This is an optimization exercise on Yosys and OpenROAD, whose aim is small area and a short achievable clock period, not a production implementation.
Power figures rest on the tool's default switching activity, not on a simulated workload.

==> flow/design.v (excerpt) <==
module irq_ctrl_top
(
    input  logic        CLOCK_50,
    input  logic        rst_n_i,
    input  logic        key_valid_i,
    input  logic [7:0]  key_code_i,
    input  logic        psel_i,
    input  logic        penable_i,
    input  logic        pwrite_i,
    input  logic [7:0]  paddr_i,
    input  logic [31:0] pwdata_i,
    output logic [31:0] prdata_o,
    output logic        pready_o,
    output logic        pslverr_o,
    output logic        irq_o
);
For scale: roughly 660 flip-flops, about 0.027 sq mm of cells after synthesis.
make LEC_CHECK=0 CAP_MARGIN=20 CORE_MARGIN=2 CORE_UTILIZATION=40 SLEW_MARGIN=20 finish   # period 5.5 ns
run.sh (not shown) runs the stock make flow with config.mk's settings and CLKGATE_MAP_FILE= SYNTH_SCRIPT=/design/flow/synth_recipe.tcl, a recipe that flattens the netlist after the stock synthesis.
Change:
- CTS_BUF_LIST: unset -> sky130_fd_sc_hd__clkbuf_4 sky130_fd_sc_hd__clkbuf_8
Outcome:
- routed wire length went up by 1.2%
- sequential cell count stays the same
- worst hold slack stays flat
- worst setup slack degrades by 11 ps
- area after synthesis is unchanged
- final cell count goes up by 2.4%
- synthesized cell count stays the same
- via count rises by 1.4%
- die area does not change
- total power came out lower by 1.9%
No functional check of the RTL was part of any run of this note.

Setup of rev 12:
The RTL this note starts from:
==> flow/design.v <==
`timescale 1ns/1ps
package irq_pkg;
    localparam int DATA_W = 32;
    localparam int KEY_W  = 8;
    localparam int ADDR_W = 8;
    localparam int NUM_IRQ_TYPES = 4;
    localparam int TYPE_W        = $clog2(NUM_IRQ_TYPES);
    typedef logic [TYPE_W-1:0] irq_type_t;
    localparam irq_type_t IRQ_TYPE_KEY = irq_type_t'(0);
    typedef struct packed {
        irq_type_t         irq_type;
        logic [DATA_W-1:0] value;
    } irq_entry_t;
    localparam int KEY_FIFO_DEPTH  = 5;
    localparam int IRQ_QUEUE_DEPTH = 10;
    localparam logic [ADDR_W-1:0] REG_CODE_BASE = 8'h00;
    localparam logic [ADDR_W-1:0] REG_STATUS    = 8'h04;
    localparam logic [ADDR_W-1:0] REG_ISR_ADDR  = 8'h08;
    localparam logic [ADDR_W-1:0] REG_ISR_VALUE = 8'h0C;
    localparam logic [ADDR_W-1:0] REG_SW_RAISE  = 8'h10;
    localparam logic [ADDR_W-1:0] REG_EOI       = 8'h14;
    localparam logic [ADDR_W-1:0] REG_VECTOR_0  = 8'h20;
    localparam int STAT_IN_SERVICE = 0;
    localparam int STAT_Q_EMPTY    = 1;
    localparam int STAT_OVERFLOW   = 2;
endpackage
`timescale 1ns/1ps
`timescale 1ns/1ps
`timescale 1ns/1ps
`timescale 1ns/1ps
`timescale 1ns/1ps
module irq_ctrl_top
(
    input  logic        CLOCK_50,
    input  logic        rst_n_i,
    input  logic        key_valid_i,
    input  logic [7:0]  key_code_i,
    input  logic        psel_i,
    input  logic        penable_i,
    input  logic        pwrite_i,
    input  logic [7:0]  paddr_i,
    input  logic [31:0] pwdata_i,
    output logic [31:0] prdata_o,
    output logic        pready_o,
    output logic        pslverr_o,
    output logic        irq_o
);
    localparam int KDEPTH = 5;
    localparam int QDEPTH = 10;
    logic [7:0]  kmem [KDEPTH];
    logic [2:0]  kwp, krp;
    logic [2:0]  kcnt;
    logic        kempty, kfull;
    logic        overflow;
    logic        kw;
    logic [7:0]  key_byte;
    logic [31:0] qmem [QDEPTH];
    logic [3:0]  qwp, qrp;
    logic [3:0]  qcnt;
    logic        qempty, qfull;
    logic        d_wait, d_cap;
    logic        irq;
    logic [1:0]  act_type;
    logic [29:0] act_val;
    logic [31:0] code_base;
    logic [31:0] vectors [4];
    logic        sw_req;
    logic [1:0]  sw_type;
    logic [29:0] sw_val;
    logic        w_cb, w_raise, w_eoi;
    logic [3:0]  w_vec;
    logic        err_r;
    logic        stall_r;
    logic [31:0] rdata_r;
    logic [31:0] vsel_r;
    logic        acc;
    logic        key_wr, key_rd;
    logic        sw_go, blocked;
    logic        q_wr, q_rd;
    logic        wr_raise, eoi;
    logic [31:0] q_in;
    logic [31:0] q_head;
    logic [7:0]  k_head;
    assign acc = psel_i && penable_i;
    assign k_head = kmem[krp];
    assign q_head = qmem[qrp];
    assign key_wr  = key_valid_i && !kfull;
    assign key_rd  = !kw && !qfull && !kempty;
    assign blocked = kw || qfull || !kempty;
    assign sw_go   = sw_req && !blocked;
    assign q_wr    = (kw && !qfull) || sw_go;
    assign q_in    = kw ? {2'b00, 22'd0, key_byte} : {sw_type, sw_val};
    assign q_rd    = !d_wait && !d_cap && !irq && !qempty;
    assign wr_raise = acc && w_raise && !(sw_req && blocked);
    assign eoi      = acc && w_eoi;
    logic        kempty_n, kfull_n, overflow_n;
    logic        qempty_n, qfull_n;
    logic        kw_n, sw_req_n, irq_n;
    logic        d_wait_n, d_cap_n;
    always_comb
    begin
        kempty_n   = kempty;
        kfull_n    = kfull;
        qempty_n   = qempty;
        qfull_n    = qfull;
        if (key_wr && !key_rd)
        begin
            kempty_n = 1'b0;
            kfull_n  = (kcnt == 3'd4);
        end
        else if (!key_wr && key_rd)
        begin
            kempty_n = (kcnt == 3'd1);
            kfull_n  = 1'b0;
        end
        if (q_wr && !q_rd)
        begin
            qempty_n = 1'b0;
            qfull_n  = (qcnt == 4'd9);
        end
        else if (!q_wr && q_rd)
        begin
            qempty_n = (qcnt == 4'd1);
            qfull_n  = 1'b0;
        end
        overflow_n = overflow || (key_valid_i && kfull);
        kw_n       = key_rd || (kw && qfull);
        sw_req_n   = wr_raise || (sw_req && !sw_go);
        d_wait_n   = q_rd;
        d_cap_n    = d_wait;
        irq_n      = d_cap || (irq && !eoi);
        if (!rst_n_i)
        begin
            kempty_n   = 1'b1;
            kfull_n    = 1'b0;
            qempty_n   = 1'b1;
            qfull_n    = 1'b0;
            overflow_n = 1'b0;
            kw_n       = 1'b0;
            sw_req_n   = 1'b0;
            d_wait_n   = 1'b0;
            d_cap_n    = 1'b0;
            irq_n      = 1'b0;
        end
    end
    always_ff @(posedge CLOCK_50)
    begin
        kempty   <= kempty_n;
        kfull    <= kfull_n;
        qempty   <= qempty_n;
        qfull    <= qfull_n;
        overflow <= overflow_n;
        kw       <= kw_n;
        sw_req   <= sw_req_n;
        d_wait   <= d_wait_n;
        d_cap    <= d_cap_n;
        irq      <= irq_n;
    end
    always_ff @(posedge CLOCK_50)
    begin
        if (!rst_n_i)
        begin
            kwp  <= '0;
            krp  <= '0;
            kcnt <= '0;
            qwp  <= '0;
            qrp  <= '0;
            qcnt <= '0;
        end
        else
        begin
            if (key_wr)
            begin
                kwp <= (kwp == 3'(KDEPTH - 1)) ? '0 : kwp + 1'b1;
            end
            if (key_rd)
            begin
                krp <= (krp == 3'(KDEPTH - 1)) ? '0 : krp + 1'b1;
            end
            if (key_wr != key_rd)
            begin
                kcnt <= key_wr ? kcnt + 1'b1 : kcnt - 1'b1;
            end
            if (q_wr)
            begin
                qwp <= (qwp == 4'(QDEPTH - 1)) ? '0 : qwp + 1'b1;
            end
            if (q_rd)
            begin
                qrp <= (qrp == 4'(QDEPTH - 1)) ? '0 : qrp + 1'b1;
            end
            if (q_wr != q_rd)
            begin
                qcnt <= q_wr ? qcnt + 1'b1 : qcnt - 1'b1;
            end
        end
    end
    always_ff @(posedge CLOCK_50)
    begin
        for (int i = 0; i < KDEPTH; i++)
        begin
            if (key_wr && kwp == 3'(i))
            begin
                kmem[i] <= key_code_i;
            end
        end
        if (key_rd)
        begin
            key_byte <= k_head;
        end
        for (int i = 0; i < QDEPTH; i++)
        begin
            if (q_wr && qwp == 4'(i))
            begin
                qmem[i] <= q_in;
            end
        end
        if (q_rd)
        begin
            act_type <= q_head[31:30];
            act_val  <= q_head[29:0];
        end
        if (wr_raise)
        begin
            sw_type <= pwdata_i[1:0];
            sw_val  <= pwdata_i[31:2];
        end
    end
    logic [31:0] wdata;
    assign wdata = pwdata_i & {32{rst_n_i}};
    always_ff @(posedge CLOCK_50)
    begin
        if (!rst_n_i || (acc && w_cb))
        begin
            code_base <= wdata;
        end
        for (int i = 0; i < 4; i++)
        begin
            if (!rst_n_i || (acc && w_vec[i]))
            begin
                vectors[i] <= wdata;
            end
        end
    end
    logic        a_vec, a_ok;
    logic [31:0] isr_addr;
    logic [31:0] rdata_n;
    assign a_vec = (paddr_i[7:4] == 4'h2) && (paddr_i[1:0] == 2'b00);
    assign a_ok  = a_vec || ((paddr_i[7:5] == 3'b000) && (paddr_i[1:0] == 2'b00)
                             && (paddr_i[4:2] <= 3'd5));
    always_ff @(posedge CLOCK_50)
    begin
        if (acc && w_vec[act_type])
        begin
            vsel_r <= pwdata_i;
        end
        else
        begin
            vsel_r <= vectors[act_type];
        end
    end
    logic [31:0] kg [6];
    logic [31:0] kp [6];
    assign kg[0] = code_base & vsel_r;
    assign kp[0] = code_base ^ vsel_r;
    for (genvar l = 0; l < 5; l++)
    begin : g_ks
        for (genvar i = 0; i < 32; i++)
        begin : g_bit
            if (i >= (1 << l))
            begin : g_op
                assign kg[l+1][i] = kg[l][i] | (kp[l][i] & kg[l][i-(1<<l)]);
                assign kp[l+1][i] = kp[l][i] & kp[l][i-(1<<l)];
            end
            else
            begin : g_pass
                assign kg[l+1][i] = kg[l][i];
                assign kp[l+1][i] = kp[l][i];
            end
        end
    end
    assign isr_addr = kp[0] ^ {kg[5][30:0], 1'b0};
    always_comb
    begin
        logic [31:0] lo;
        case (paddr_i[3:2])
            2'd0:    lo = code_base;
            2'd1:    lo = {29'd0, overflow_n, qempty_n, irq_n};
            2'd2:    lo = isr_addr;
            default: lo = {2'b00, act_val};
        endcase
        if (paddr_i[5])
        begin
            rdata_n = vectors[paddr_i[3:2]];
        end
        else
        begin
            rdata_n = paddr_i[4] ? '0 : lo;
        end
    end
    always_ff @(posedge CLOCK_50)
    begin
        w_cb    <= pwrite_i && (paddr_i == 8'h00);
        w_raise <= pwrite_i && (paddr_i == 8'h10);
        w_eoi   <= pwrite_i && (paddr_i == 8'h14);
        for (int i = 0; i < 4; i++)
        begin
            w_vec[i] <= pwrite_i && a_vec && (paddr_i[3:2] == 2'(i));
        end
        err_r   <= !a_ok;
        stall_r <= pwrite_i && (paddr_i == 8'h10) && sw_req_n
                   && (kw_n || qfull_n || !kempty_n);
        rdata_r <= rdata_n;
    end
    assign prdata_o  = rdata_r;
    assign pready_o  = !stall_r;
    assign pslverr_o = err_r;
    assign irq_o     = irq;
endmodule
export LEC_CHECK = 0
export CAP_MARGIN = 20
export CORE_MARGIN = 2
export CORE_UTILIZATION = 65
export CTS_CLUSTER_DIAMETER = 80
export CTS_CLUSTER_SIZE = 30
export SETUP_SLACK_MARGIN = 3
export SLEW_MARGIN = 20
create_clock -name core_clock -period 5.5 [get_ports {CLOCK_50}]
Inputs modified between rev 12 and rev 13:
==> flow/flow/run.sh (new file) <==
#!/bin/bash
# Standard layout, with plain buffers (not delay cells) on the ports.
set -euo pipefail
bash standard.sh "BUFFER_PORTS_ARGS=-buffer_cell sky130_fd_sc_hd__buf_2" finish > orfs_make.log 2>&1
==> flow/standard.sh (new file) <==
#!/bin/bash
# synth_recipe.tcl (not shown) runs the flow's synth.tcl, then flattens the netlist and writes it again
# the make line also repeats each setting of config.mk as NAME=value (left out here)
make -C /OpenROAD-flow-scripts/flow DESIGN_CONFIG=/design/flow/config.mk WORK_HOME=/design/flow/orfs CLKGATE_MAP_FILE= SYNTH_SCRIPT=/design/flow/synth_recipe.tcl "${@:-finish}"
removed: flow/run.sh
Re wire length of the first global-routing pass: rev 12 was higher than rev 13. Higher fraction of power spent switching nets among rev 12 and rev 13: rev 12. Rev 13 ends up with a total power that is about 1.5% lower than in rev 12. Comparing the two runs side by side, rev 13 comes out ahead of rev 12 on wire length reported by the detailed router. Status: clock-pin slew on the worst setup and hold paths parity (rev 12, rev 13). The count of multi-input gates was comparable across rev 12 and rev 13.
No functional check of the RTL was part of any run of this note.

## separate check: timing with driven ports
The flow's constraints put no driver on any port. The routed layouts listed below were extracted and timed again, unchanged, in two steps.
Step 1: set_driving_cell puts a clkbuf_16 on CLOCK_50 and a buf_2 on each other input, an assumption about the parent block.
Step 2 adds t to the input delays and takes it off the output delays; t is the mean of the earliest and latest rising clock arrival at the registers after step 1. Input paths then give back, and output paths get back, about the clock's delay inside the block.
a / b / c = ideal ports / drivers / drivers and shift; a / b = the first two.
| run | t, ns | slack for setup (ns) | worst slew at a driven data input, ns |
|---|---|---|---|
| the first run of note 1 | 0.635 | 1.653 / 1.653 / 1.653 | 0.05 |
| the second run of note 1 | 0.734 | 1.642 / 1.642 / 1.642 | 0.06 |
| rev 12 | 0.645 | 2.825 / 2.825 / 2.444 | 0.04 |
| rev 13 | 0.689 | 2.844 / 2.844 / 2.422 | 0.04 |
After both steps every run listed still meets setup and hold. The setup slack of rev 13, which loses most, moves by 0.000 ns with the drivers and by -0.422 ns with both steps.
